Context: an optimization exercise on an open-source flow, tuned for small area. The choices shown serve that exercise and are no tape-out recipe.
Only simulation tests tie the RTL to the original design; equivalence was not proved.
No activity file was given, so power comes from the tool's default toggle rates.

Design rhythm_slot_regularity_tracker_unit, start of the top module:
module rhythm_slot_regularity_tracker_unit (
    input  wire logic        aclk,
    input  wire logic        aresetn,
    input  wire logic        s_valid,
    output logic             s_ready,
    input  wire logic [13:0] s_data,
    output logic             m_valid,
    input  wire logic        m_ready,
    output logic [35:0]      m_data,
    input  wire logic        cfg_valid,
    output logic             cfg_ready,
    input  wire logic [0:0]  cfg_index,
    input  wire logic [15:0] cfg_data
);
For scale: ~930 cells after synthesis, ~340 flip-flops, roughly 11,000 sq um of cells after synthesis.
export LEC_CHECK = 0
export CAP_MARGIN = 20
export CORE_MARGIN = 2
export CORE_UTILIZATION = 40
export SLEW_MARGIN = 20
create_clock -name core_clock -period 10.0 [get_ports {aclk}]
run.sh (not shown) runs the stock make flow with config.mk's settings and CLKGATE_MAP_FILE= SYNTH_SCRIPT=/design/flow/synth_recipe.tcl, a recipe that flattens the netlist after the stock synthesis.
The baseline passed the timing, DRC and antenna checks.
Rerun with:
CTS_BUF_LIST = sky130_fd_sc_hd__clkbuf_4   (was not set)
CTS_CLUSTER_SIZE = 20   (was not set)
Effect: First-iteration DRC count shrinks by roughly a tenth. Routed wire length grows slightly. Design area shrinks slightly.
Rerun with:
CORE_UTILIZATION = 60   (was 40)
CTS_BUF_LIST = sky130_fd_sc_hd__clkbuf_16   (was sky130_fd_sc_hd__clkbuf_4)
CTS_CLUSTER_DIAMETER = 150   (was not set)
CTS_CLUSTER_SIZE = 26   (was 20)
After rerunning: First-iteration DRC count grows by well over a third. Global-route usage climbs by 7.0 points. Hold slack is better by 0.029 ns. Core utilization climbs by 20 points.

* * *

## run 1
rhythm_slot_regularity_tracker_unit, a different RTL version from the one above (not shown whole).
Size in the first run: roughly 75 I/O pins.
// rhythm_slot_regularity_tracker_unit
module rhythm_slot_regularity_tracker_unit (
    input  wire logic        aclk,
    input  wire logic        aresetn,
    input  wire logic        s_valid,
    output logic             s_ready,
    input  wire logic [13:0] s_data,
    output logic             m_valid,
    input  wire logic        m_ready,
    output logic [35:0]      m_data,
    input  wire logic        cfg_valid,
    output logic             cfg_ready,
    input  wire logic [0:0]  cfg_index,
    input  wire logic [15:0] cfg_data
);
    localparam logic [3:0] ST_INIT = 4'd8;
    localparam logic [3:0] ST_IDLE = 4'd9;
    logic [7:0]  hist [16];
    logic [7:0]  refr [16];
    logic [3:0]  pos;
    logic [3:0]  st;
    logic        mv_q;
    logic [7:0]  mean_q;      
    logic [15:0] score_q;     
    logic        c_q;         
    logic [7:0]  act_q;
    logic [7:0]  lim_q;       
    logic        limhi_q;     
    logic [12:0] r_q;         
    logic [4:0]  n_q;         
    logic [7:0]  raw_q;
    logic        dis_q;
    logic [1:0]  case_q;
    logic [7:0]  add_val;     
    function automatic logic gt8(input logic [7:0] a, input logic [7:0] b);
        gt8 = 1'b0;
        for (int i = 0; i < 8; i++) gt8 = (a[i] & ~b[i]) | (~(a[i] ^ b[i]) & gt8);
    endfunction
    wire [1:0] typ  = s_data[13:12];
    wire [3:0] slot = s_data[11:8];
    wire [7:0] amt  = s_data[7:0];
    wire is_add    = (typ == 2'd0);
    wire is_clr    = (typ == 2'd1);
    wire is_smooth = (typ == 2'd2);
    wire is_step   = (typ == 2'd3);
    wire in_init = (st == ST_INIT);
    wire in_idle = (st == ST_IDLE);
    wire in_p0   = (st == 4'd0);
    wire in_p1   = (st == 4'd1);
    wire in_p2   = (st == 4'd2);
    wire in_p3   = (st == 4'd3);
    wire in_p4   = (st == 4'd4);
    wire in_p5   = (st == 4'd5);
    wire in_p6   = (st == 4'd6);
  ...
Settings: LEC_CHECK=0, CAP_MARGIN=20, CORE_MARGIN=2, CORE_UTILIZATION=65, SLEW_MARGIN=20; clock period 10.0 ns.
standard.sh (not shown) runs the stock make flow with config.mk's settings and CLKGATE_MAP_FILE= SYNTH_SCRIPT=/design/flow/synth_recipe.tcl, a recipe that flattens the netlist after the stock synthesis.
==> flow/flow/run.sh <==
#!/bin/bash
# The standard layout (standard.sh) with three changes:
#  - synthesis leaves adders to ABC (no extract_fa / half- and full-adder
#    cells: ADDER_MAP_FILE is empty) and maps the logic with an
#    area-oriented ABC script (flow/abc_area.script) in place of ORFS's
#    abc_speed.script; registers are mapped exactly as in the standard
#    synthesis (neither step touches them);
#  - port buffers use the smallest buffer cell (sky130_fd_sc_hd__buf_1);
#  - clock tree: larger sink clusters on clkbuf_16, no dummy loads.
# The whole make output is kept in std_flow.log; ORFS's per-step logs are
# under orfs/logs/.
set -euo pipefail
here=$(pwd)
rm -rf "$here/scripts"
cp -r "$FLOW_HOME/scripts" "$here/scripts"
cp "$here/flow/abc_area.script" "$here/scripts/abc_speed.script"
export SCRIPTS_DIR="$here/scripts"
export ADDER_MAP_FILE=""
export BUFFER_PORTS_ARGS="-buffer_cell sky130_fd_sc_hd__buf_1"
export CTS_ARGS="-sink_clustering_enable -repair_clock_nets -sink_clustering_size 28 -sink_clustering_max_diameter 150 -buf_list sky130_fd_sc_hd__clkbuf_16 -dont_use_dummy_load"
bash standard.sh > std_flow.log 2>&1
==> flow/flow/abc_area.script <==
strash
dc2
dch -f
amap -F 4 -A 8
strash
dch -f
amap -F 4 -A 8
topo
dnsize -c
## Diff of input files: run 2 against run 1
--- a/flow/flow/run.sh
+++ b/flow/flow/run.sh
@@ -20 +20 @@
-export CTS_ARGS="-sink_clustering_enable -repair_clock_nets -sink_clustering_size 28 -sink_clustering_max_diameter 150 -buf_list sky130_fd_sc_hd__clkbuf_16 -dont_use_dummy_load"
+export CTS_ARGS="-sink_clustering_enable -repair_clock_nets -sink_clustering_size 28 -sink_clustering_max_diameter 150 -buf_list sky130_fd_sc_hd__clkbuf_16 -root_buf sky130_fd_sc_hd__clkbuf_4 -tree_buf sky130_fd_sc_hd__clkbuf_4 -sink_clustering_buffer sky130_fd_sc_hd__clkbuf_16 -dont_use_dummy_load"
--- a/flow/config.mk
+++ b/flow/config.mk
@@ -10 +10 @@
-export CORE_UTILIZATION = 65
+export CORE_UTILIZATION = 70
## What came out
- Run 2: all stages complete, timing, DRC and antenna checks passed
- Going from run 1 to run 2, total length of routed met2 wires grows by 9.3%.
- Comparing starting utilization of the core area for run 2 and run 1, the bigger number came from run 2.
- NOTE final cell count run 1->run 2 decreased slightly
- Run 2 ended up with a lower register-to-register slack than run 1 did.
- Comparing combinational power for run 2 and run 1, the bigger number came from run 2.
Changes in run 3 relative to run 2:
--- a/flow/config.mk
+++ b/flow/config.mk
@@ -8,0 +9 @@
+export CORE_ASPECT_RATIO = 0.5
@@ -10 +11 @@
-export CORE_UTILIZATION = 70
+export CORE_UTILIZATION = 65
--- outcome ---
Run 3: all stages complete, timing, DRC and antenna checks passed. Run 3 vs run 2: overall track demand over capacity in global routing down. Between run 3 and run 2, the difference in final design area excluding fillers is negligible. Diff run 2 -> run 3 | routed wire length | down by a few percent. Cell area power density, run 3 and run 2, lower one = run 3. Diff run 3..run 2 | post-synthesis compound-gate area fraction | unchanged. Diff run 2 -> run 3 | via count | decrease of 284. Cell count after placement went up slightly going from run 2 to run 3. Looking at minimum setup slack after placement, run 3 sits above run 2. Comparing share of power burned in the clock network for run 3 and run 2, the bigger number came from run 3.
Edits applied to the flow inputs when going from run 3 to run 4:
--- a/flow/flow/run.sh
+++ b/flow/flow/run.sh
@@ -20 +20 @@
-export CTS_ARGS="-sink_clustering_enable -repair_clock_nets -sink_clustering_size 28 -sink_clustering_max_diameter 150 -buf_list sky130_fd_sc_hd__clkbuf_16 -root_buf sky130_fd_sc_hd__clkbuf_4 -tree_buf sky130_fd_sc_hd__clkbuf_4 -sink_clustering_buffer sky130_fd_sc_hd__clkbuf_16 -dont_use_dummy_load"
+export CTS_ARGS="-sink_clustering_enable -repair_clock_nets -sink_clustering_size 28 -sink_clustering_max_diameter 150 -buf_list sky130_fd_sc_hd__clkbuf_16 -dont_use_dummy_load"
--- a/flow/config.mk
+++ b/flow/config.mk
@@ -9 +8,0 @@
-export CORE_ASPECT_RATIO = 0.5
@@ -11 +10 @@
-export CORE_UTILIZATION = 65
+export CORE_UTILIZATION = 78
### Flow results
Comparing run 3 against run 4, there is no change at all in post-layout instance area.
Delta(instance area after placement, run 4 - run 3) < 0
Taking run 3 as the reference point, the setup slack after layout of run 4 falls by 1110 ps.

[re-timing with driven ports]
No port has a modelled driver above. Below, the same layouts with a new extraction and two added sets of constraints.
Step 1 sets driving cells, clkbuf_16 on the clock port and buf_2 on the other inputs (assumed; they add their load-dependent delay and slew).
Step 2 adds t to the input delays and takes it off the output delays; t is the mean of the earliest and latest rising clock arrival at the registers after step 1. Input paths then give back, and output paths get back, about the clock's delay inside the block.
Slacks: ideal ports / drivers / drivers and shift; pairs: ideal ports / drivers.
run | t (ns) | setup slack, ns | worst slew at a driven data input, ns | cell pins on the clock port's net
the first run of note 1 | 0.535 | 4.043 / 4.015 / 4.015 | 0.05 | 1
the second run of note 1 | 0.699 | 4.040 / 4.012 / 4.012 | 0.05 | 1
the third run of note 1 | 0.534 | 3.957 / 3.929 / 3.929 | 0.04 | 1
run 1 | 0.524 | 4.453 / 4.453 / 4.058 | 0.05 | 1
run 2 | 0.680 | 4.313 / 4.313 / 4.205 | 0.04 | 1
run 3 | 0.709 | 4.691 / 4.691 / 4.413 | 0.05 | 1
run 4 | 0.532 | 3.582 / 3.582 / 3.582 | 0.05 | 1
After both steps setup and hold are still met in every run listed. The setup slack of run 1, which loses most, moves by 0.000 ns with the drivers and by -0.395 ns with both steps.
